From an optimization exercise on the open Yosys and OpenROAD flow, aimed at a short achievable clock period and few clock cycles; shortcuts taken in it are not production practice. The RTL was checked by simulation tests, not by an equivalence proof against the original design. Power figures rest on the tool's default switching activity, not on a simulated workload.

$ cat run.sh
#!/bin/bash
# synth_recipe.tcl (not shown) runs the flow's synth.tcl, then flattens the netlist and writes it again
# the make line also repeats each setting of config.mk as NAME=value (left out here)
make -C /OpenROAD-flow-scripts/flow DESIGN_CONFIG=/design/flow/config.mk WORK_HOME=/design/flow/orfs CLKGATE_MAP_FILE= SYNTH_SCRIPT=/design/flow/synth_recipe.tcl finish
$ cat config.mk
export PLATFORM = sky130hd
export DESIGN_NAME = ack_retry_pending_table
export DESIGN_NICKNAME = ack_retry_pending_table
export VERILOG_FILES = /design/flow/design.v
export SDC_FILE = /design/flow/constraint.sdc
export NUM_CORES = 4
export LEC_CHECK = 0
export ABC_CLOCK_PERIOD_IN_PS = 2000
export CAP_MARGIN = 20
export CORE_MARGIN = 2
export CORE_UTILIZATION = 40
export SETUP_SLACK_MARGIN = 4.0
export SLEW_MARGIN = 20
export SYNTH_HIERARCHICAL = 1
$ cat constraint.sdc
create_clock -name core_clock -period 6.5 [get_ports {clk}]
set_input_delay 1.3000 -clock core_clock [delete_from_list [all_inputs] [get_ports {clk}]]
set_output_delay 1.3000 -clock core_clock [all_outputs]
set_load 0.01 [all_outputs]
$ cat design.v
package artp_pkg;
  localparam int SLOTS_DEF  = 8;
  localparam int SLOT_W     = 3;
  localparam int REQ_W      = 2;
  localparam int EV_W       = 3;
  localparam int CFG_IDX_W  = 3;
  localparam int CFG_DATA_W = 16;
  localparam int TIME_W     = 32;
  localparam int ADDR_W     = 8;
  localparam int KIND_W     = 8;
  localparam int SEQ_W      = 8;
  localparam int TMO_W      = 16;
  localparam int RETRY_W    = 4;
  localparam int LOST_W     = 32;
  localparam int REQ_REC_W  = REQ_W + TIME_W + ADDR_W + KIND_W + SEQ_W + ADDR_W;
  localparam int QENT_W     = REQ_REC_W + TIME_W + 1;
  localparam int RES_W      = EV_W + SLOT_W + SEQ_W + ADDR_W + KIND_W + RETRY_W + 1 + LOST_W;
  localparam logic [ADDR_W-1:0]  BCAST_RST   = 8'd255;
  localparam logic [TMO_W-1:0]   TIMEOUT_RST = 16'd2000;
  localparam logic [RETRY_W-1:0] RETRY_RST   = 4'd3;
  typedef enum logic [EV_W-1:0] {
    EV_QUEUED      = 3'd0,
    EV_FULL        = 3'd1,
    EV_ACK_MATCHED = 3'd2,
    EV_ACK_IGNORED = 3'd3,
    EV_SEND_OK     = 3'd4,
    EV_RETRANSMIT  = 3'd5,
    EV_FAILED      = 3'd6,
    EV_IDLE        = 3'd7
  } event_t;
  typedef enum logic [REQ_W-1:0] {
    REQ_ADD  = 2'd0,
    REQ_ACK  = 2'd1,
    REQ_TICK = 2'd2,
    REQ_NOP  = 2'd3
  } req_t;
  typedef enum logic [CFG_IDX_W-1:0] {
    CFG_IS_GATEWAY  = 3'd0,
    CFG_OWN_ADDR    = 3'd1,
    CFG_BCAST_ADDR  = 3'd2,
    CFG_DATA_KIND   = 3'd3,
    CFG_ACK_TIMEOUT = 3'd4,
    CFG_RETRY_LIMIT = 3'd5
  } cfg_idx_t;
  typedef struct packed {
    logic                is_gateway;
    logic [ADDR_W-1:0]   own_address;
    logic [ADDR_W-1:0]   broadcast_address;
    logic [KIND_W-1:0]   data_kind_code;
    logic [TMO_W-1:0]    ack_timeout_ms;
    logic [RETRY_W-1:0]  retry_limit;
  } cfg_t;
  typedef struct packed {
    logic [REQ_W-1:0]   typ;
    logic [TIME_W-1:0]  now;
    logic [ADDR_W-1:0]  dest;
    logic [KIND_W-1:0]  kind;
    logic [SEQ_W-1:0]   aseq;
    logic [ADDR_W-1:0]  asrc;
  } req_rec_t;
  typedef struct packed {
    req_rec_t           req;
    logic [TIME_W-1:0]  lo;
    logic               wrap;
  } qent_t;
  typedef struct packed {
    logic [EV_W-1:0]    ev;
    logic [SLOT_W-1:0]  slot;
    logic [SEQ_W-1:0]   seq;
    logic [ADDR_W-1:0]  peer;
    logic [KIND_W-1:0]  kind;
    logic [RETRY_W-1:0] retries;
    logic               ack_needed;
    logic [LOST_W-1:0]  lost;
  } result_t;
endpackage
import artp_pkg::*;
module artp_regs (
  input  logic                               clk,
  input  logic                               rst_n,
  input  logic                               cfg_we,
  input  logic [artp_pkg::CFG_IDX_W-1:0]     cfg_idx,
  input  logic [artp_pkg::CFG_DATA_W-1:0]    cfg_wdata,
  output artp_pkg::cfg_t                     cfg
);
  artp_pkg::cfg_t cfg_r, cfg_nxt;
  always_comb begin
    cfg_nxt = cfg_r;
    if (cfg_we) begin
      unique case (cfg_idx)
        CFG_IS_GATEWAY:  cfg_nxt.is_gateway        = cfg_wdata[0];
        CFG_OWN_ADDR:    cfg_nxt.own_address       = cfg_wdata[ADDR_W-1:0];
        CFG_BCAST_ADDR:  cfg_nxt.broadcast_address = cfg_wdata[ADDR_W-1:0];
        CFG_DATA_KIND:   cfg_nxt.data_kind_code    = cfg_wdata[KIND_W-1:0];
        CFG_ACK_TIMEOUT: cfg_nxt.ack_timeout_ms    = cfg_wdata[TMO_W-1:0];
        CFG_RETRY_LIMIT: cfg_nxt.retry_limit       = cfg_wdata[RETRY_W-1:0];
        default:         cfg_nxt = cfg_r;
      endcase
    end
  end
  always_ff @(posedge clk) begin
    if (!rst_n) begin
      cfg_r.is_gateway        <= 1'b0;
      cfg_r.own_address       <= '0;
      cfg_r.broadcast_address <= BCAST_RST;
      cfg_r.data_kind_code    <= '0;
      cfg_r.ack_timeout_ms    <= TIMEOUT_RST;
      cfg_r.retry_limit       <= RETRY_RST;
    end else begin
      cfg_r <= cfg_nxt;
    end
  end
  assign cfg = cfg_r;
endmodule
import artp_pkg::*;
module artp_dp #(
  parameter int SLOTS = artp_pkg::SLOTS_DEF
) (
  input  logic                clk,
  input  logic                rst_n,
  input  artp_pkg::cfg_t      cfg,
  input  logic                q_valid,
  input  artp_pkg::qent_t     q_ent,
  input  logic                q1_valid,
  input  artp_pkg::qent_t     q1_ent,
  input  artp_pkg::qent_t     i_ent,
  input  logic [3:0][artp_pkg::TIME_W-1:0] qc_now,
  input  logic [3:0][artp_pkg::TIME_W-1:0] qc_lo,
  input  logic [3:0]                       qc_wrap,
  output logic                q_pop,
  input  logic                out_ready,
  output logic                out_valid,
  output artp_pkg::result_t   out_res,
  output logic                out_last
);
  logic [SLOTS-1:0]                valid_r;
  logic [SLOTS-1:0][ADDR_W-1:0]    dest_r;
  logic [SLOTS-1:0][KIND_W-1:0]    kind_r;
  logic [SLOTS-1:0][SEQ_W-1:0]     eseq_r;
  logic [SLOTS-1:0][TIME_W-1:0]    stamp_r;
  logic [SLOTS-1:0][RETRY_W-1:0]   retr_r;
  logic [SLOTS-1:0]                so_r;    
  logic [SLOTS-1:0]                bc_r;    
  logic [SLOTS-1:0]                lim_r;   
  logic [SEQ_W-1:0]                seq_r;
  logic                m_valid;
  artp_pkg::req_rec_t  m_req;
  logic                m_add, m_ack, m_tick;
  logic                m_for_us, m_kd, m_isbc;
  logic [SLOTS-1:0]    m_seqm;    
  logic [SLOTS-1:0]    m_to;      
  logic                b_valid, b_one, b_tick;    
  logic [SLOTS-1:0]    b_pick;        
  logic [SLOTS-1:0]    b_rest;        
  logic [SLOTS-1:0]    b_so, b_rt;    
  logic [EV_W-1:0]     b_ev;          
  logic                b_an;          
  logic                b_pdest;       
  logic [SEQ_W-1:0]    b_sseq;        
  logic [ADDR_W-1:0]   b_speer;       
  logic [LOST_W-1:0]   loss_r, loss_p1_r;
  logic                o_valid, s_valid;
  artp_pkg::result_t   o_res, s_res;
  logic                o_last, s_last;
  function automatic logic [SLOTS-1:0] lowest(input logic [SLOTS-1:0] v);
    logic [SLOTS-1:0] seen;
    seen = '0;
    for (int i = 1; i < SLOTS; i++) seen[i] = seen[i-1] | v[i-1];
    lowest = v & ~seen;
  endfunction
  logic x_fire;
  logic [SLOTS-1:0] f1, match, tbeat, tfree, retx;
  logic [SLOTS-1:0] add_w, retx_w, valid_nxt;
  logic any_free;
  assign x_fire   = m_valid && (!b_valid || (b_one && !s_valid));
  assign match    = valid_r & m_seqm & {SLOTS{m_for_us}};
  assign tbeat    = valid_r & (so_r | (~bc_r & m_to));
  assign tfree    = valid_r & (so_r | bc_r | (m_to & ~lim_r));
  assign retx     = valid_r & ~so_r & ~bc_r & m_to & lim_r;
  logic [SLOTS-1:0] xc_m_valid, xc_m_add, xc_m_tick, xc_b_valid, xc_b_one, xc_s_valid;
  always_comb begin
    for (int i = 0; i < SLOTS; i++) begin
      add_w[i]  = xc_m_valid[i] && (!xc_b_valid[i] || (xc_b_one[i] && !xc_s_valid[i])) &&
                  xc_m_add[i] && f1[i];
      retx_w[i] = xc_m_valid[i] && (!xc_b_valid[i] || (xc_b_one[i] && !xc_s_valid[i])) &&
                  xc_m_tick[i] && retx[i];
    end
  end
  always_comb begin
    valid_nxt = valid_r;
    if (x_fire) begin
      if (m_add)  valid_nxt = valid_r | f1;
      if (m_ack)  valid_nxt = valid_r & ~match;
      if (m_tick) valid_nxt = valid_r & ~tfree;
    end
  end
  logic [SLOTS-1:0]                valid_d, so_d, bc_d, lim_d;
  logic [SEQ_W-1:0]                seq_d;
  logic [SLOTS-1:0][ADDR_W-1:0]    dest_d;
  logic [SLOTS-1:0][KIND_W-1:0]    kind_d;
  logic [SLOTS-1:0][SEQ_W-1:0]     eseq_d;
  logic [SLOTS-1:0][TIME_W-1:0]    stamp_d;
  logic [SLOTS-1:0][RETRY_W-1:0]   retr_d;
  assign valid_d = rst_n ? valid_nxt : '0;
  logic [SLOTS-1:0] f1_d;
  logic             any_free_d;
  assign f1_d       = lowest(~valid_d);
  assign any_free_d = !(&valid_d);
  artp_reg #(.W(SLOTS+1)) u_f1_r (.clk(clk), .d({f1_d, any_free_d}), .q({f1, any_free}));
  assign seq_d   = !rst_n ? '0 : (x_fire && m_add && any_free) ? seq_r + 1'b1 : seq_r;
  always_comb begin
    for (int i = 0; i < SLOTS; i++) begin
      dest_d[i]  = add_w[i] ? m_req.dest : dest_r[i];
      kind_d[i]  = add_w[i] ? m_req.kind : kind_r[i];
      eseq_d[i]  = add_w[i] ? seq_r      : eseq_r[i];
      stamp_d[i] = (add_w[i] || retx_w[i]) ? m_req.now : stamp_r[i];
      retr_d[i]  = add_w[i] ? '0 : retx_w[i] ? retr_r[i] + 1'b1 : retr_r[i];
      so_d[i]    = add_w[i] ? (cfg.is_gateway && m_kd)
                            : (cfg.is_gateway && (kind_r[i] == cfg.data_kind_code));
      bc_d[i]    = add_w[i] ? m_isbc : (dest_r[i] == cfg.broadcast_address);
      lim_d[i]   = add_w[i]  ? (cfg.retry_limit != '0) :
                   retx_w[i] ? ((retr_r[i] + 1'b1) < cfg.retry_limit) :
                               (retr_r[i] < cfg.retry_limit);
    end
  end
  artp_reg #(.W(SLOTS))              u_valid_r (.clk(clk), .d(valid_d), .q(valid_r));
  artp_reg #(.W(SEQ_W))              u_seq_r   (.clk(clk), .d(seq_d),   .q(seq_r));
  artp_reg #(.W(SLOTS*ADDR_W))       u_dest_r  (.clk(clk), .d(dest_d),  .q(dest_r));
  artp_reg #(.W(SLOTS*KIND_W))       u_kind_r  (.clk(clk), .d(kind_d),  .q(kind_r));
  artp_reg #(.W(SLOTS*SEQ_W))        u_eseq_r  (.clk(clk), .d(eseq_d),  .q(eseq_r));
  artp_reg #(.W(SLOTS*TIME_W))       u_stamp_r (.clk(clk), .d(stamp_d), .q(stamp_r));
  artp_reg #(.W(SLOTS*RETRY_W))      u_retr_r  (.clk(clk), .d(retr_d),  .q(retr_r));
  artp_reg #(.W(3*SLOTS))            u_flag_r  (.clk(clk), .d({so_d, bc_d, lim_d}),
                                                .q({so_r, bc_r, lim_r}));
  logic m_load;
  logic [SLOTS-1:0] to_cur, seqm_cur;
  assign m_load = x_fire || !m_valid;
  assign q_pop  = m_load && q_valid;
  logic [3:0][TIME_W-1:0] m_now_c;
  logic [SLOTS-1:0] to_fwd_s;
  for (genvar c = 0; c < 4; c++) begin : g_mc
    artp_reg #(.W(TIME_W)) u_m_now_c (.clk(clk), .d(m_load ? q_ent.req.now : m_now_c[c]),
                                      .q(m_now_c[c]));
  end
  for (genvar i = 0; i < SLOTS; i++) begin : g_cmp
    artp_tmo u_fwd (.stamp(m_now_c[i/2]), .now(qc_now[i/2]), .lo(qc_lo[i/2]), .wrap(qc_wrap[i/2]),
                    .to(to_fwd_s[i]));
    artp_tmo u_tmo (.stamp(stamp_r[i]),   .now(qc_now[i/2]), .lo(qc_lo[i/2]), .wrap(qc_wrap[i/2]),
                    .to(to_cur[i]));
  end
  always_comb begin
    for (int i = 0; i < SLOTS; i++) seqm_cur[i] = (eseq_r[i] == q_ent.req.aseq);
  end
  logic                m_valid_d;
  artp_pkg::req_rec_t  m_req_d;
  logic                m_add_d, m_ack_d, m_tick_d, m_for_us_d, m_kd_d, m_isbc_d;
  logic [SLOTS-1:0]    m_seqm_d, m_to_d;
  assign m_valid_d = rst_n && (m_load ? q_valid : m_valid);
  always_comb begin
    m_req_d    = m_req;
    m_add_d    = m_add;
    m_ack_d    = m_ack;
    m_tick_d   = m_tick;
    m_for_us_d = m_for_us;
    m_kd_d     = m_kd;
    m_isbc_d   = m_isbc;
    m_seqm_d   = m_seqm;
    m_to_d     = m_to;
    if (m_load) begin
      m_req_d    = q_ent.req;
      m_add_d    = (q_ent.req.typ == REQ_ADD);
      m_ack_d    = (q_ent.req.typ == REQ_ACK);
      m_tick_d   = (q_ent.req.typ == REQ_TICK);
      m_for_us_d = (q_ent.req.dest == cfg.own_address) ||
                   (q_ent.req.dest == cfg.broadcast_address);
      m_kd_d     = (q_ent.req.kind == cfg.data_kind_code);
      m_isbc_d   = (q_ent.req.dest == cfg.broadcast_address);
      for (int i = 0; i < SLOTS; i++) begin
        m_seqm_d[i] = add_w[i] ? (seq_r == q_ent.req.aseq) : seqm_cur[i];
        m_to_d[i]   = (add_w[i] || retx_w[i]) ? to_fwd_s[i] : to_cur[i];
      end
    end
  end
  artp_reg #(.W(REQ_REC_W)) u_m_req (.clk(clk), .d(m_req_d), .q(m_req));
  artp_reg #(.W(7)) u_m_ctl (.clk(clk),
    .d({m_valid_d, m_add_d, m_ack_d, m_tick_d, m_for_us_d, m_kd_d, m_isbc_d}),
    .q({m_valid,   m_add,   m_ack,   m_tick,   m_for_us,   m_kd,   m_isbc}));
  artp_reg #(.W(2*SLOTS)) u_m_cmp (.clk(clk), .d({m_seqm_d, m_to_d}), .q({m_seqm, m_to}));
  logic b_emit;
  logic [SLOT_W-1:0] pick_slot;
  logic [ADDR_W-1:0] p_dest;
  logic [KIND_W-1:0] p_kind;
  logic [SEQ_W-1:0]  p_seq;
  logic [RETRY_W-1:0] p_retr;
  artp_pkg::result_t beat;
  logic [SLOTS-1:0] r_pick, r_rest;
  logic [LOST_W-1:0] loss_p2;
  logic p_so, p_rt, p_fail;
  artp_inc32 u_inc (.x(loss_p1_r), .y(loss_p2));
  assign b_emit = b_valid && !s_valid;
  assign r_pick = lowest(b_rest);
  assign r_rest = b_rest & ~r_pick;
  assign p_so   = |(b_pick & b_so);
  assign p_rt   = |(b_pick & b_rt);
  assign p_fail = b_tick && !p_so && !p_rt;
  always_comb begin
    pick_slot = '0;
    p_dest = '0; p_kind = '0; p_seq = '0; p_retr = '0;
    for (int i = 0; i < SLOTS; i++) begin
      if (b_pick[i]) pick_slot = pick_slot | SLOT_W'(i);
      p_dest = p_dest | (dest_r[i] & {ADDR_W{b_pick[i]}});
      p_kind = p_kind | (kind_r[i] & {KIND_W{b_pick[i]}});
      p_seq  = p_seq  | (eseq_r[i] & {SEQ_W{b_pick[i]}});
      p_retr = p_retr | (retr_r[i] & {RETRY_W{b_pick[i]}});
    end
  end
  always_comb begin
    beat            = '0;
    beat.ev         = !b_tick ? b_ev : p_so ? EV_SEND_OK : p_rt ? EV_RETRANSMIT : EV_FAILED;
    beat.slot       = pick_slot;
    beat.seq        = p_seq | b_sseq;
    beat.peer       = (p_dest & {ADDR_W{b_pdest}}) | b_speer;
    beat.kind       = p_kind;
    beat.retries    = p_retr;
    beat.ack_needed = b_an;
    beat.lost       = p_fail ? loss_p1_r : loss_r;
  end
  logic [SLOTS-1:0] n_pick;
  logic n_single, n_one;
  logic [EV_W-1:0] n_ev;
  function automatic logic atmost1(input logic [SLOTS-1:0] v);
    logic any, two;
    any = 1'b0;
    two = 1'b0;
    for (int i = 0; i < SLOTS; i++) begin
      two = two | (any & v[i]);
      any = any | v[i];
    end
    atmost1 = !two;
  endfunction
  always_comb begin
    n_pick   = '0;
    n_single = 1'b1;
    n_one    = 1'b1;
    n_ev     = EV_IDLE;
    if (m_add) begin
      n_pick   = f1;
      n_single = !any_free;
      n_ev     = any_free ? EV_QUEUED : EV_FULL;
    end
    if (m_ack) begin
      n_pick   = lowest(match);
      n_single = (match == '0);
      n_one    = atmost1(match);
      n_ev     = (match == '0) ? EV_ACK_IGNORED : EV_ACK_MATCHED;
    end
    if (m_tick) begin
      n_pick   = lowest(tbeat);
      n_single = (tbeat == '0);
      n_one    = atmost1(tbeat);
    end
  end
  logic             b_valid_d, b_one_d, b_tick_d, b_an_d, b_pdest_d;
  logic [SLOTS-1:0] b_pick_d, b_rest_d, b_so_d, b_rt_d;
  logic [EV_W-1:0]  b_ev_d;
  logic [SEQ_W-1:0] b_sseq_d;
  logic [ADDR_W-1:0] b_speer_d;
  logic [LOST_W-1:0] loss_d, loss_p1_d;
  always_comb begin
    b_valid_d = b_valid;
    b_one_d   = b_one;
    b_tick_d  = b_tick;
    b_an_d    = b_an;
    b_pdest_d = b_pdest;
    b_pick_d  = b_pick;
    b_rest_d  = b_rest;
    b_so_d    = b_so;
    b_rt_d    = b_rt;
    b_ev_d    = b_ev;
    b_sseq_d  = b_sseq;
    b_speer_d = b_speer;
    loss_d    = loss_r;
    loss_p1_d = loss_p1_r;
    if (b_emit && p_fail) begin
      loss_d    = loss_p1_r;
      loss_p1_d = loss_p2;
    end
    if (x_fire) begin
      b_valid_d = 1'b1;
      b_one_d   = n_one;
      b_tick_d  = m_tick && (tbeat != '0);
      b_pick_d  = n_pick;
      b_rest_d  = m_ack ? (match & ~n_pick) : m_tick ? (tbeat & ~n_pick) : '0;
      b_so_d    = so_r;
      b_rt_d    = retx;
      b_ev_d    = n_ev;
      b_an_d    = m_add && !n_single && !cfg.is_gateway && !m_isbc;
      b_pdest_d = (m_add || m_tick) && !n_single;
      b_sseq_d  = (m_ack && n_single) ? m_req.aseq : '0;
      b_speer_d = m_ack ? m_req.asrc : (m_add && n_single) ? m_req.dest : '0;
    end else if (b_emit) begin
      if (b_one) b_valid_d = 1'b0;
      b_one_d   = (r_rest == '0);
      b_pick_d  = r_pick;
      b_rest_d  = r_rest;
    end
    if (!rst_n) begin
      b_valid_d = 1'b0;
      b_one_d   = 1'b0;
      loss_d    = '0;
      loss_p1_d = LOST_W'(1);
    end
  end
  artp_reg #(.W(5)) u_b_ctl (.clk(clk),
    .d({b_valid_d, b_one_d, b_tick_d, b_an_d, b_pdest_d}),
    .q({b_valid,   b_one,   b_tick,   b_an,   b_pdest}));
  artp_reg #(.W(4*SLOTS)) u_b_sel (.clk(clk),
    .d({b_pick_d, b_rest_d, b_so_d, b_rt_d}), .q({b_pick, b_rest, b_so, b_rt}));
  artp_reg #(.W(EV_W+SEQ_W+ADDR_W)) u_b_dat (.clk(clk),
    .d({b_ev_d, b_sseq_d, b_speer_d}), .q({b_ev, b_sseq, b_speer}));
  artp_reg #(.W(2*LOST_W)) u_loss (.clk(clk), .d({loss_d, loss_p1_d}), .q({loss_r, loss_p1_r}));
  logic o_free;
  logic o_valid_d, s_valid_d, o_last_d, s_last_d;
  artp_pkg::result_t o_res_d, s_res_d;
  assign o_free = !o_valid || out_ready;
  always_comb begin
    o_valid_d = o_valid;
    s_valid_d = s_valid;
    if (o_free) begin
      o_valid_d = s_valid || b_emit;
      s_valid_d = 1'b0;
    end else if (b_emit) begin
      s_valid_d = 1'b1;
    end
    if (!rst_n) begin
      o_valid_d = 1'b0;
      s_valid_d = 1'b0;
    end
    o_res_d  = o_free ? (s_valid ? s_res  : beat)  : o_res;
    o_last_d = o_free ? (s_valid ? s_last : b_one) : o_last;
    s_res_d  = (!o_free && b_emit) ? beat  : s_res;
    s_last_d = (!o_free && b_emit) ? b_one : s_last;
  end
  artp_reg #(.W(4)) u_os_ctl (.clk(clk), .d({o_valid_d, s_valid_d, o_last_d, s_last_d}),
                              .q({o_valid, s_valid, o_last, s_last}));
  artp_reg #(.W(RES_W)) u_o_res (.clk(clk), .d(o_res_d), .q(o_res));
  artp_reg #(.W(RES_W)) u_s_res (.clk(clk), .d(s_res_d), .q(s_res));
  for (genvar i = 0; i < SLOTS; i++) begin : g_xc
    artp_reg #(.W(6)) u_xc (.clk(clk),
      .d({m_valid_d,     m_add_d,     m_tick_d,     b_valid_d,     b_one_d,     s_valid_d}),
      .q({xc_m_valid[i], xc_m_add[i], xc_m_tick[i], xc_b_valid[i], xc_b_one[i], xc_s_valid[i]}));
  end
  assign out_valid = o_valid;
  assign out_res   = o_res;
  assign out_last  = o_last;
endmodule
module artp_ge32 (
  input  logic [artp_pkg::TIME_W-1:0] a,
  input  logic [artp_pkg::TIME_W-1:0] b,
  output logic                        ge
);
  localparam int TIME_W = artp_pkg::TIME_W;
  logic [TIME_W-1:0] g, p, g2, p2;
  always_comb begin
    g = a & ~b;
    p = a | ~b;
    for (int d = 1; d < TIME_W; d = d * 2) begin
      g2 = g;
      p2 = p;
      for (int k = d; k < TIME_W; k++) begin
        g2[k] = g[k] | (p[k] & g[k-d]);
        p2[k] = p[k] & p[k-d];
      end
      g = g2;
      p = p2;
    end
    ge = g[TIME_W-1] | p[TIME_W-1];
  end
endmodule
module artp_inc32 (
  input  logic [artp_pkg::LOST_W-1:0] x,
  output logic [artp_pkg::LOST_W-1:0] y
);
  localparam int LOST_W = artp_pkg::LOST_W;
  logic [LOST_W-1:0] a, a2;
  always_comb begin
    a = x;
    for (int d = 1; d < LOST_W; d = d * 2) begin
      a2 = a;
      for (int k = d; k < LOST_W; k++) a2[k] = a[k] & a[k-d];
      a = a2;
    end
    y = x ^ {a[LOST_W-2:0], 1'b1};
  end
endmodule
module artp_tmo (
  input  logic [artp_pkg::TIME_W-1:0] stamp,
  input  logic [artp_pkg::TIME_W-1:0] now,
  input  logic [artp_pkg::TIME_W-1:0] lo,
  input  logic                        wrap,
  output logic                        to
);
  localparam int TIME_W = artp_pkg::TIME_W;
  function automatic logic ge32(input logic [TIME_W-1:0] a, input logic [TIME_W-1:0] b);
    logic [TIME_W-1:0] g, p, g2, p2;
    g = a & ~b;
    p = a | ~b;
    for (int d = 1; d < TIME_W; d = d * 2) begin
      g2 = g;
      p2 = p;
      for (int k = d; k < TIME_W; k++) begin
        g2[k] = g[k] | (p[k] & g[k-d]);
        p2[k] = p[k] & p[k-d];
      end
      g = g2;
      p = p2;
    end
    ge32 = g[TIME_W-1] | p[TIME_W-1];
  endfunction
  logic ge_lo, le_now;
  assign ge_lo  = ge32(stamp, lo);
  assign le_now = ge32(now, stamp);
  assign to = wrap ? !(ge_lo || le_now) : !(ge_lo && le_now);
endmodule
import artp_pkg::*;
module artp_ctrl (
  input  logic                clk,
  input  logic                rst_n,
  input  artp_pkg::cfg_t      cfg,
  input  logic                in_valid,
  output logic                in_ready,
  input  artp_pkg::req_rec_t  in_req,
  output logic                q_valid,
  output artp_pkg::qent_t     q_ent,
  output logic                q1_valid,    
  output artp_pkg::qent_t     q1_ent,      
  output artp_pkg::qent_t     in_ent,
  output logic [3:0][artp_pkg::TIME_W-1:0] qc_now,
  output logic [3:0][artp_pkg::TIME_W-1:0] qc_lo,
  output logic [3:0]                       qc_wrap,
  input  logic                q_pop
);
  artp_pkg::qent_t q0_r, q1_r, i_ent;
  artp_pkg::req_rec_t i_r;
  logic [TMO_W-1:0] i_lo16;     
  logic i_b16;                  
  logic i_v, q0_v, q1_v, rdy_r;
  logic i_mv, q0_v_nxt, q1_v_nxt, i_v_nxt;
  artp_pkg::req_rec_t i_d;
  logic [TMO_W:0] lo16_in, lo16_d;
  logic [TMO_W-1:0] hi16;
  logic hi_b;
  artp_pkg::qent_t q0_d, q1_d;
  logic rdy_d, i_v_d, q0_v_d, q1_v_d;
  assign i_d = rdy_r ? in_req : i_r;
  artp_sub16 u_sub (.a(in_req.now[TMO_W-1:0]), .b(cfg.ack_timeout_ms), .y(lo16_in));
  assign lo16_d = rdy_r ? lo16_in : {i_b16, i_lo16};
  artp_dec16 u_dec (.a(i_r.now[TIME_W-1:TMO_W]), .b(i_b16), .y({hi_b, hi16}));
  assign i_ent.req  = i_r;
  assign i_ent.lo   = {hi16, i_lo16};
  assign i_ent.wrap = hi_b;
  assign i_mv = i_v && (!q1_v || q_pop);
  always_comb begin
    q0_v_nxt = q0_v;
    q1_v_nxt = q1_v;
    if (q_pop) begin
      q0_v_nxt = q1_v || i_v;
      q1_v_nxt = q1_v && i_v;
    end else if (!q0_v) begin
      q0_v_nxt = i_v;
    end else if (!q1_v) begin
      q1_v_nxt = i_v;
    end
    i_v_nxt = (i_v && !i_mv) || (in_valid && rdy_r);
  end
  assign i_v_d  = rst_n && i_v_nxt;
  assign q0_v_d = rst_n && q0_v_nxt;
  assign q1_v_d = rst_n && q1_v_nxt;
  assign rdy_d  = !rst_n || !i_v_nxt || !q1_v_nxt;
  always_comb begin
    q0_d = q0_r;
    q1_d = q1_r;
    if (q_pop) begin
      q0_d = q1_v ? q1_r : i_ent;
      q1_d = i_ent;
    end else if (!q0_v) begin
      q0_d = i_ent;
    end else if (!q1_v) begin
      q1_d = i_ent;
    end
  end
  artp_reg #(.W(REQ_REC_W))  u_i_r  (.clk(clk), .d(i_d),  .q(i_r));
  artp_reg #(.W(TMO_W+1))    u_i_lo (.clk(clk), .d(lo16_d), .q({i_b16, i_lo16}));
  artp_reg #(.W(QENT_W)) u_q0_r (.clk(clk), .d(q0_d), .q(q0_r));
  for (genvar c = 0; c < 4; c++) begin : g_qc
    artp_reg #(.W(2*TIME_W+1)) u_qc (.clk(clk), .d({q0_d.req.now, q0_d.lo, q0_d.wrap}),
                                     .q({qc_now[c], qc_lo[c], qc_wrap[c]}));
  end
  artp_reg #(.W(QENT_W)) u_q1_r (.clk(clk), .d(q1_d), .q(q1_r));
  artp_reg #(.W(4)) u_ctl_r (.clk(clk), .d({i_v_d, q0_v_d, q1_v_d, rdy_d}),
                             .q({i_v, q0_v, q1_v, rdy_r}));
  assign in_ready = rdy_r;
  assign q_valid  = q0_v;
  assign q_ent    = q0_r;
  assign q1_valid = q1_v;
  assign q1_ent   = q1_r;
  assign in_ent   = i_ent;
endmodule
module artp_sub16 (
  input  logic [artp_pkg::TMO_W-1:0] a,
  input  logic [artp_pkg::TMO_W-1:0] b,
  output logic [artp_pkg::TMO_W:0]   y
);
  localparam int W = artp_pkg::TMO_W;
  logic [W-1:0] g, p, p2, c, gn, pn;
  always_comb begin
    g = a & ~b;
    p = a ^ ~b;
    g[0] = g[0] | p[0];
    p2 = a | ~b;
    p2[0] = 1'b0;
    for (int d = 1; d < W; d = d * 2) begin
      gn = g;
      pn = p2;
      for (int k = d; k < W; k++) begin
        gn[k] = g[k] | (p2[k] & g[k-d]);
        pn[k] = p2[k] & p2[k-d];
      end
      g = gn;
      p2 = pn;
    end
    c = {g[W-2:0], 1'b1};
    y = {!g[W-1], p ^ c};
  end
endmodule
module artp_dec16 (
  input  logic [artp_pkg::TMO_W-1:0] a,
  input  logic                       b,
  output logic [artp_pkg::TMO_W:0]   y
);
  localparam int W = artp_pkg::TMO_W;
  logic [W-1:0] z, zn;
  always_comb begin
    z = ~a;
    for (int d = 1; d < W; d = d * 2) begin
      zn = z;
      for (int k = d; k < W; k++) zn[k] = z[k] & z[k-d];
      z = zn;
    end
    y = {b & z[W-1], a ^ ({z[W-2:0], 1'b1} & {W{b}})};
  end
endmodule
module artp_reg #(
  parameter int W = 1
) (
  input  logic         clk,
  input  logic [W-1:0] d,
  output logic [W-1:0] q
);
  always_ff @(posedge clk) q <= d;
endmodule
import artp_pkg::*;
module ack_retry_pending_table (
  input  logic                               clk,
  input  logic                               rst_n,
  input  logic                               in_valid,
  output logic                               in_ready,
  input  logic [artp_pkg::REQ_W-1:0]         in_req_type,
  input  logic [artp_pkg::TIME_W-1:0]        in_now_ms,
  input  logic [artp_pkg::ADDR_W-1:0]        in_dest_addr,
  input  logic [artp_pkg::KIND_W-1:0]        in_packet_kind,
  input  logic [artp_pkg::SEQ_W-1:0]         in_ack_seq,
  input  logic [artp_pkg::ADDR_W-1:0]        in_ack_source,
  output logic                               out_valid,
  input  logic                               out_ready,
  output logic [artp_pkg::EV_W-1:0]          out_event,
  output logic [artp_pkg::SLOT_W-1:0]        out_slot,
  output logic [artp_pkg::SEQ_W-1:0]         out_seq,
  output logic [artp_pkg::ADDR_W-1:0]        out_peer_addr,
  output logic [artp_pkg::KIND_W-1:0]        out_kind,
  output logic [artp_pkg::RETRY_W-1:0]       out_retry_count,
  output logic                               out_ack_needed,
  output logic [artp_pkg::LOST_W-1:0]        out_lost_total,
  output logic                               out_last,
  input  logic                               cfg_we,
  input  logic [artp_pkg::CFG_IDX_W-1:0]     cfg_idx,
  input  logic [artp_pkg::CFG_DATA_W-1:0]    cfg_wdata
);
  localparam int SLOTS = SLOTS_DEF;
  artp_pkg::cfg_t       cfg;
  artp_pkg::req_rec_t   in_req;
  artp_pkg::qent_t      q_ent, q1_ent, i_ent;
  logic                 q1_valid;
  logic [3:0][artp_pkg::TIME_W-1:0] qc_now, qc_lo;
  logic [3:0]           qc_wrap;
  artp_pkg::result_t    out_res;
  logic                 q_valid, q_pop;
  assign in_req.typ  = in_req_type;
  assign in_req.now  = in_now_ms;
  assign in_req.dest = in_dest_addr;
  assign in_req.kind = in_packet_kind;
  assign in_req.aseq = in_ack_seq;
  assign in_req.asrc = in_ack_source;
  artp_regs u_regs (
    .clk       (clk),
    .rst_n     (rst_n),
    .cfg_we    (cfg_we),
    .cfg_idx   (cfg_idx),
    .cfg_wdata (cfg_wdata),
    .cfg       (cfg)
  );
  artp_ctrl u_ctrl (
    .clk      (clk),
    .rst_n    (rst_n),
    .cfg      (cfg),
    .in_valid (in_valid),
    .in_ready (in_ready),
    .in_req   (in_req),
    .q_valid  (q_valid),
    .q_ent    (q_ent),
    .q1_valid (q1_valid),
    .q1_ent   (q1_ent),
    .in_ent   (i_ent),
    .qc_now   (qc_now),
    .qc_lo    (qc_lo),
    .qc_wrap  (qc_wrap),
    .q_pop    (q_pop)
  );
  artp_dp #(.SLOTS(SLOTS)) u_dp (
    .clk       (clk),
    .rst_n     (rst_n),
    .cfg       (cfg),
    .q_valid   (q_valid),
    .q_ent     (q_ent),
    .q1_valid  (q1_valid),
    .q1_ent    (q1_ent),
    .i_ent     (i_ent),
    .qc_now    (qc_now),
    .qc_lo     (qc_lo),
    .qc_wrap   (qc_wrap),
    .q_pop     (q_pop),
    .out_ready (out_ready),
    .out_valid (out_valid),
    .out_res   (out_res),
    .out_last  (out_last)
  );
  assign out_event       = out_res.ev;
  assign out_slot        = out_res.slot;
  assign out_seq         = out_res.seq;
  assign out_peer_addr   = out_res.peer;
  assign out_kind        = out_res.kind;
  assign out_retry_count = out_res.retries;
  assign out_ack_needed  = out_res.ack_needed;
  assign out_lost_total  = out_res.lost;
endmodule
==> results of run 1 <==
worst min-delay path, cell delays in order, from the launching register on:
cell	delay [ps]
dfxtp_1	300
nand2_1	50
nand2_1	40
path summary, 6_finish.rpt:
kind                              start            endpoint  slack [ps]  cells past startpoint
setup / recovery  u_dp.u_stamp_r.q[251]   u_dp.u_m_cmp.q[7]        3780                      9
hold / removal       u_dp.u_m_req.q[15]  u_dp.u_m_req.q[15]         440                      2
setup reg to reg  u_dp.u_stamp_r.q[251]   u_dp.u_m_cmp.q[7]        3780                      9
hold reg to reg      u_dp.u_m_req.q[15]  u_dp.u_m_req.q[15]         440                      2
registers in the layout, indices dropped and copies added (netlist names), 16 cells and up:
name                   flops
u_ctrl.u_q1_r.q           99
u_dp.u_eseq_r.q           64
u_dp.u_loss.q             64
u_dp.u_o_res.q            67
u_dp.u_b_dat.q            19
u_dp.u_dest_r.q           64
u_dp.g_mc.u_m_now_c.q    128
u_dp.u_retr_r.q           32
u_ctrl.u_i_r.q            66
u_ctrl.u_q0_r.q           99
u_dp.u_flag_r.q           24
u_ctrl.g_qc.u_qc.q       260
u_dp.u_m_req.q            64
u_ctrl.u_i_lo.q           17
u_dp.u_m_cmp.q            16
u_dp.u_kind_r.q           64
u_dp.u_b_sel.q            32
u_dp.u_s_res.q            67
u_regs.cfg_r              45
u_dp.g_xc.u_xc.q          48
u_dp.u_stamp_r.q         256
where the power goes:
part	internal (mW)	leakage, nW	total (mW)	switching [mW]
clock network	6.26	2.98	10.7	4.40
registers	11.3	13.6	13.0	1.75
logic	2.48	20.3	5.45	2.97
routing by layer:
| layer | part of all wire, % | up-vias | global-route usage [%] |
|---|---|---|---|
| met5 | 0 | - | 0 |
| met4 | 5.4 | 0 | 12.38 |
| met3 | 4.5 | 518 | 2.734 |
| met2 | 47 | 1750 | 40.98 |
| met1 | 43 | 31140 | 31.53 |
| li1 | - | 30310 | - |
timing repair:
| item | CTS | global route |
|---|---|---|
| gates resized for setup | 786 | 125 |
| gates cloned | 18 | 8 |
| hold endpoints to repair | 0 | 0 |
| pin swaps | 40 | 60 |
| setup buffers | 50 | 26 |
| endpoints found under the setup margin | 1147 | 618 |
final cells by class:
| class | instances | area [µm²] |
|---|---|---|
| multi-input cells | 5733 | 43360 |
| fillers | 18450 | 104200 |
| repair buffers | 304 | 3620 |
| inverters | 803 | 3055 |
| clock inverters | 77 | 1146 |
| well taps | 2640 | 3303 |
| flip-flops and latches | 1640 | 33080 |
| diodes | 13 | 32.53 |
| clock buffers | 239 | 4994 |
metrics by stage:
step | instance area (µm²) | setup WS [ps] | total power [mW] | instances
4_1_cts | 91590 | 3792 | 29.11 | 11400
2_1_floorplan | 79170 | 3451 | 15.87 | 8513
3_5_place_dp | 83050 | 2405 | 17.99 | 11020
3_3_place_gp | 83050 | 2378 | 17.85 | 11020
5_1_grt | 92560 | 3786 | 30.33 | 11440
6_report | 92590 | 3779 | 29.13 | 11450
==> metrics.yaml, run 1 <==
outcome: "no timing/DRC/antenna violations"
period_minus_slack_ps: 2721
grtUsageTotal_pct: 24.62
hold_path_class: "flop to flop"
final_hold_viol_count: 0
drive_above_1_share_pct: 20.05
syn_area_um2: 79050
grt_pass1_vias: 61690
final_common_cell: "dfxtp_1"
syn_nets: 8696
drv_cap: 0
vias_per_cell: 5.565
path_class: "flop to flop"
die_h_um: 448.5
tightest_slew_ps: 1049
synthCells: 8513
grt_pass1_wl_um: 382300
crit_fanout: 4
antenna_found_initial: 16
rsz0062_at_grt: "true"
dp_hpwl_um: 184600
drt_iter0_drc: 4853
start_util_pct: 40.16
p_leak_nw: 36.86
dieArea_um2: 201200
h-tree-depth: 4
fp.coreArea_um2: 196800
nets: 8843
final_cell_mix: "1494 x dfxtp_1, 804 x nand2_1, 747 x inv_1, 627 x mux2_2, 374 x nor2_1"
clock.fmax_ghz: 0.3675
arrival_ps: 3420
slowest_stage: "nor3_1"
final_core_util_pct: 47.05
cp_num_buf_inv: 1
routabilityCongestion: 0.8962
cts_sinks: 1640
cts_buffer_depth: 3
grt-ovfl-total: 0
routedWlPerCell_um: 22.70
drtPass1Iterations: 7
io_buffers: 159
clkLatencyLatePin_ps: 850
drc: 0
cp-start-kind: "flop"
clkTransAtPathRegs_ps: 60
power_density_nw_per_um2: 314.6
cts_tree: "yes"
finalMaxSlewViolations: 0
final.setup.tns_ps: 0
end_kind: "flop"
area_growth_pct: 17.14
critPathMaxStageDelay_ps: 490
ant_nets: 0
slew_headroom_pct: 30.08
grt_max_degree: 164
cts_hold_buffers: 0
io_pins: 160
fin_crit_sh_pct: 41.86
rows: 163
die-width_um: 448.5
wirelength_um: 259800
ir_worst_vdd_v: 0.0002589
cp_top_family: "compound AO/OA/AOI/OAI gates"
num_vias: 63710
cts_buffers: 178
skew_ps: 38.20
cp.required_ps: 7200
yosysWarnings: 30
syn_area_per_cell_um2: 9.285
final-setup-viol-count: 0
path_cells: "inv_2 -> a221o_1 -> nor3_1 -> o2111ai_1 -> a31oi_1 -> a21oi_1 -> maj3_2 -> mux2i_2 -> o21ai_0"
root_buffer: "clkbuf_16"
hold_ws_ps: 436.6
Testbench counts, summed over its fixed seeds: cycles 5,967.
==> inputs of run 2 (changes only) <==
--- a/design.v
+++ b/design.v
@@ -451,5 +451,7 @@
       .q({xc_m_valid[i], xc_m_add[i], xc_m_tick[i], xc_b_valid[i], xc_b_one[i], xc_s_valid[i]}));
   end
-  assign out_valid = o_valid;
+  logic o_valid_o;
+  artp_reg #(.W(1)) u_o_valid_o (.clk(clk), .d(o_valid_d), .q(o_valid_o));
+  assign out_valid = o_valid_o;
   assign out_res   = o_res;
   assign out_last  = o_last;
@@ -545,5 +547,5 @@
   logic [TMO_W-1:0] i_lo16;     
   logic i_b16;                  
-  logic i_v, q0_v, q1_v, rdy_r;
+  logic i_v, q0_v, q1_v, rdy_r, rdy_o;
   logic i_mv, q0_v_nxt, q1_v_nxt, i_v_nxt;
   artp_pkg::req_rec_t i_d;
@@ -600,5 +602,6 @@
   artp_reg #(.W(4)) u_ctl_r (.clk(clk), .d({i_v_d, q0_v_d, q1_v_d, rdy_d}),
                              .q({i_v, q0_v, q1_v, rdy_r}));
-  assign in_ready = rdy_r;
+  artp_reg #(.W(1)) u_rdy_o (.clk(clk), .d(rdy_d), .q(rdy_o));
+  assign in_ready = rdy_o;
   assign q_valid  = q0_v;
   assign q_ent    = q0_r;
==> run 2 against run 1 <==
Net effect:
- sequential power barely moved
- via count down 0.82%
- sequential share of layout area grew 0.063 points
- critical path depth down 8
- final cell count rose by 0.22%
- clock power about the same
- flip-flop and latch count grew 2
- still clean
- critical endpoint is now out_ack_needed
==> metrics.yaml, run 2 <==
rsz0062_at_grt: "true"  # unchanged
cp_num_buf_inv: 1  # unchanged
dieArea_um2: 201300  # was 201200 µm²
start_util_pct: 40.19  # was 40.16%
yosysWarnings: 31  # was 30
h-tree-depth: 4  # unchanged
cp_top_family: "flip-flops"  # was compound AO/OA/AOI/OAI gates
num-fill-cells: 18350  # was 18450
slowest_stage: "dfxtp_4"  # was nor3_1
reg.largest.list: "u_ctrl.g_qc.u_qc.q: 260 flops, u_dp.u_stamp_r.q: 256 flops, u_dp.g_mc.u_m_now_c.q: 128 flops"  # unchanged
clock.fmax_ghz: 0.3833  # was 0.3675 GHz
largest_register: "u_ctrl.g_qc.u_qc.q"  # unchanged
final_hold_viol_count: 0  # unchanged
antenna_found_initial: 11  # was 16
num_vias: 63190  # was 63710
wirelength_um: 247300  # was 259800 µm
syn_area_um2: 79090  # was 79050 µm²
grt_pass1_wl_um: 370200  # was 382300 µm
grt-ovfl-total: 0  # unchanged
cts_sinks: 1642  # was 1640
ir_worst_vdd_v: 0.0003000  # was 0.0002589 V
cts_buffer_depth: 3  # unchanged
routabilityCongestion: 0.9146  # was 0.8962
grtUsageTotal_pct: 23.59  # was 24.62%
critPathMaxStageDelay_ps: 360  # was 490 ps
skew_ps: 33.48  # was 38.20 ps
nets: 8856  # was 8843
io_buffers: 159  # unchanged
fp.coreArea_um2: 196800  # unchanged
path_class: "flop to output pin"  # was flop to flop
fin_crit_sh_pct: 40.13  # was 41.86%
crit_fanout: 2  # was 4
largest_register_ffs: 260  # unchanged
cts_tree: "yes"  # unchanged
die-width_um: 448.7  # was 448.5 µm
tightest_slew_ps: 1125  # was 1049 ps
final-setup-viol-count: 0  # unchanged
place_inst: 11020  # about the same
final_cell_mix: "1491 x dfxtp_1, 804 x nand2_1, 744 x inv_1, 627 x mux2_2, 373 x nor2_1"  # was 1494 x dfxtp_1, 804 x nand2_1, 747 x inv_1, 627 x mux2_2, 374 x nor2_1
routedWlPerCell_um: 21.55  # was 22.70 µm
dp_hpwl_um: 179500  # was 184600 µm
area_growth_pct: 17.03  # was 17.14%
clkTransAtPathRegs_ps: 60  # about the same
syn_nets: 8698  # was 8696
root_buffer: "clkbuf_16"  # unchanged
end_kind: "output pin"  # was flop
final.setup.tns_ps: 0  # unchanged
drc: 0  # unchanged
slew_headroom_pct: 24.35  # was 30.08%
vias_per_cell: 5.507  # was 5.565
finalMaxSlewViolations: 0  # unchanged
cp.required_ps: 5200  # was 7200 ps
die_h_um: 448.7  # was 448.5 µm
cp-start-kind: "flop"  # unchanged
synthCells: 8515  # was 8513
r2r_setup_slack_ps: 3940  # was 3780 ps
period_minus_slack_ps: 2609  # was 2721 ps
drtPass1Iterations: 7  # unchanged
cts_buffers: 177  # was 178
power_density_nw_per_um2: 314.2  # was 314.6 nW/µm²
ant_nets: 0  # unchanged
drv_cap: 0  # unchanged
hold_path_class: "flop to flop"  # unchanged
drive_above_1_share_pct: 20.45  # was 20.05%
rows: 163  # unchanged
final_common_cell: "dfxtp_1"  # unchanged
arrival_ps: 1310  # was 3420 ps
grt_pass1_vias: 61630  # was 61690
place_area_um2: 83110  # was 83050 µm²
syn_area_per_cell_um2: 9.288  # was 9.285 µm²
clkLatencyLatePin_ps: 840  # was 850 ps
p_leak_nw: 36.89  # was 36.86 nW
path_cells: "buf_6"  # was inv_2 -> a221o_1 -> nor3_1 -> o2111ai_1 -> a31oi_1 -> a21oi_1 -> maj3_2 -> mux2i_2 -> o21ai_0
drt_iter0_drc: 4444  # was 4853
io_pins: 160  # unchanged
grt_max_degree: 166  # was 164
instances_no_fill: 11470  # was 11450
stdcell_area_um2: 92550  # was 92590 µm²
outcome: "no timing/DRC/antenna violations"  # unchanged
[run 2: metrics by stage]
step / total power, mW / hold WS (ps) / util, % / worst slack, ps
floorplan: 15.88 / 415.9 / - / 3451
global placement: 17.77 / 427.3 / 42.23 / 2528
detailed placement: 17.93 / 431.6 / 42.23 / 2525
CTS: 29.02 / 439.9 / 46.46 / 3830
global route: 30.31 / 457.2 / 47.01 / 3831
finish: 29.08 / 434.8 / 47.03 / 3891
[run 2: worst reg2reg max path: stages, from the launching register on]
cell      delay (ps)
dfxtp_4          390
inv_1             50
a222oi_1         450
a21oi_1          140
maj3_2           340
o221ai_4         280
a21oi_2          100
maj3_2           320
mux2i_4          290
o21ai_1           90
[run 2: area by class of cell]
cell class	count	area, µm²	share of cell area (%)
clock buffers	259	5234	5.655
flip-flops and latches	1642	33120	35.79
well taps	2640	3303	3.569
inverters	803	3055	3.301
multi-input cells	5731	43430	46.93
repair buffers	318	3407	3.681
clock inverters	69	969.7	1.048
diodes	12	30.03	0.03245
[run 2: power by group]
part / internal, mW / total, mW / switching, mW
clock network: 6.39 / 10.7 / 4.32
registers: 11.3 / 12.9 / 1.59
logic: 2.49 / 5.49 / 3.00
[run 2: final timing paths]
check	startpoint	to	cells after the start
worst min register to register	u_dp.u_m_req.q[1]	u_dp.u_m_req.q[1]	2
worst max register to register	u_ctrl.g_qc[1].u_qc.q[44]	u_dp.u_m_cmp.q[3]	9
worst min-delay path	u_dp.u_m_req.q[1]	u_dp.u_m_req.q[1]	2
worst max-delay path	u_dp.u_o_res.q[32]	out_ack_needed	1
[run 2: repair_timing]
item / in CTS / in global routing
hold buffers: 0 / 0
setup endpoints to repair: 1106 / 403
setup buffers: 63 / 34
pin swaps: 31 / 56
gates resized for setup: 745 / 162
cloned: 8 / 6
[run 2: routing by layer]
| metal | up-vias | GRT usage (%) | routed length, µm |
|---|---|---|---|
| met5 | - | 0 | 157 |
| met4 | 2 | 12.76 | 13810 |
| met3 | 529 | 2.529 | 9936 |
| met2 | 1586 | 40.39 | 118500 |
| met1 | 30710 | 29.01 | 104800 |
| li1 | 30360 | - | - |
Testbench counts of run 2, summed over its fixed seeds: cycles 5,967.

## what the ideal ports hide
The results above use ideal ports. As a check the final layouts listed here were re-extracted and re-timed, cells and wires unchanged.
Step 1 (the two cells are an assumption about what drives the block):
set clk [get_ports {clk}]
set_driving_cell -lib_cell sky130_fd_sc_hd__clkbuf_16 $clk
set_driving_cell -lib_cell sky130_fd_sc_hd__buf_2 [delete_from_list [all_inputs] $clk]
Step 2 times the ports against the registers' clock, not the clock port: input delays grow and output delays shrink by t, the midpoint of the rising clock arrivals with the driver on.
a / b / c = ideal / step 1 / step 2; a / b = the first two.
run | t, ns | slack for setup (ns) | worst hold slack (ns) | clock arrival spread, ns | worst register clock-pin slew, ns
run 1 | 0.915 | 3.779 / 3.779 / 3.156 | 0.437 / 0.437 / 0.437 | 0.039 / 0.040 | 0.07 / 0.07
run 2 | 0.904 | 3.891 / 3.808 / 3.115 | 0.435 / 0.435 / 0.435 | 0.033 / 0.034 | 0.07 / 0.07
After both steps setup and hold are still met in every run listed. The setup slack of run 2, which loses most, moves by -0.083 ns with the drivers and by -0.776 ns with both steps.
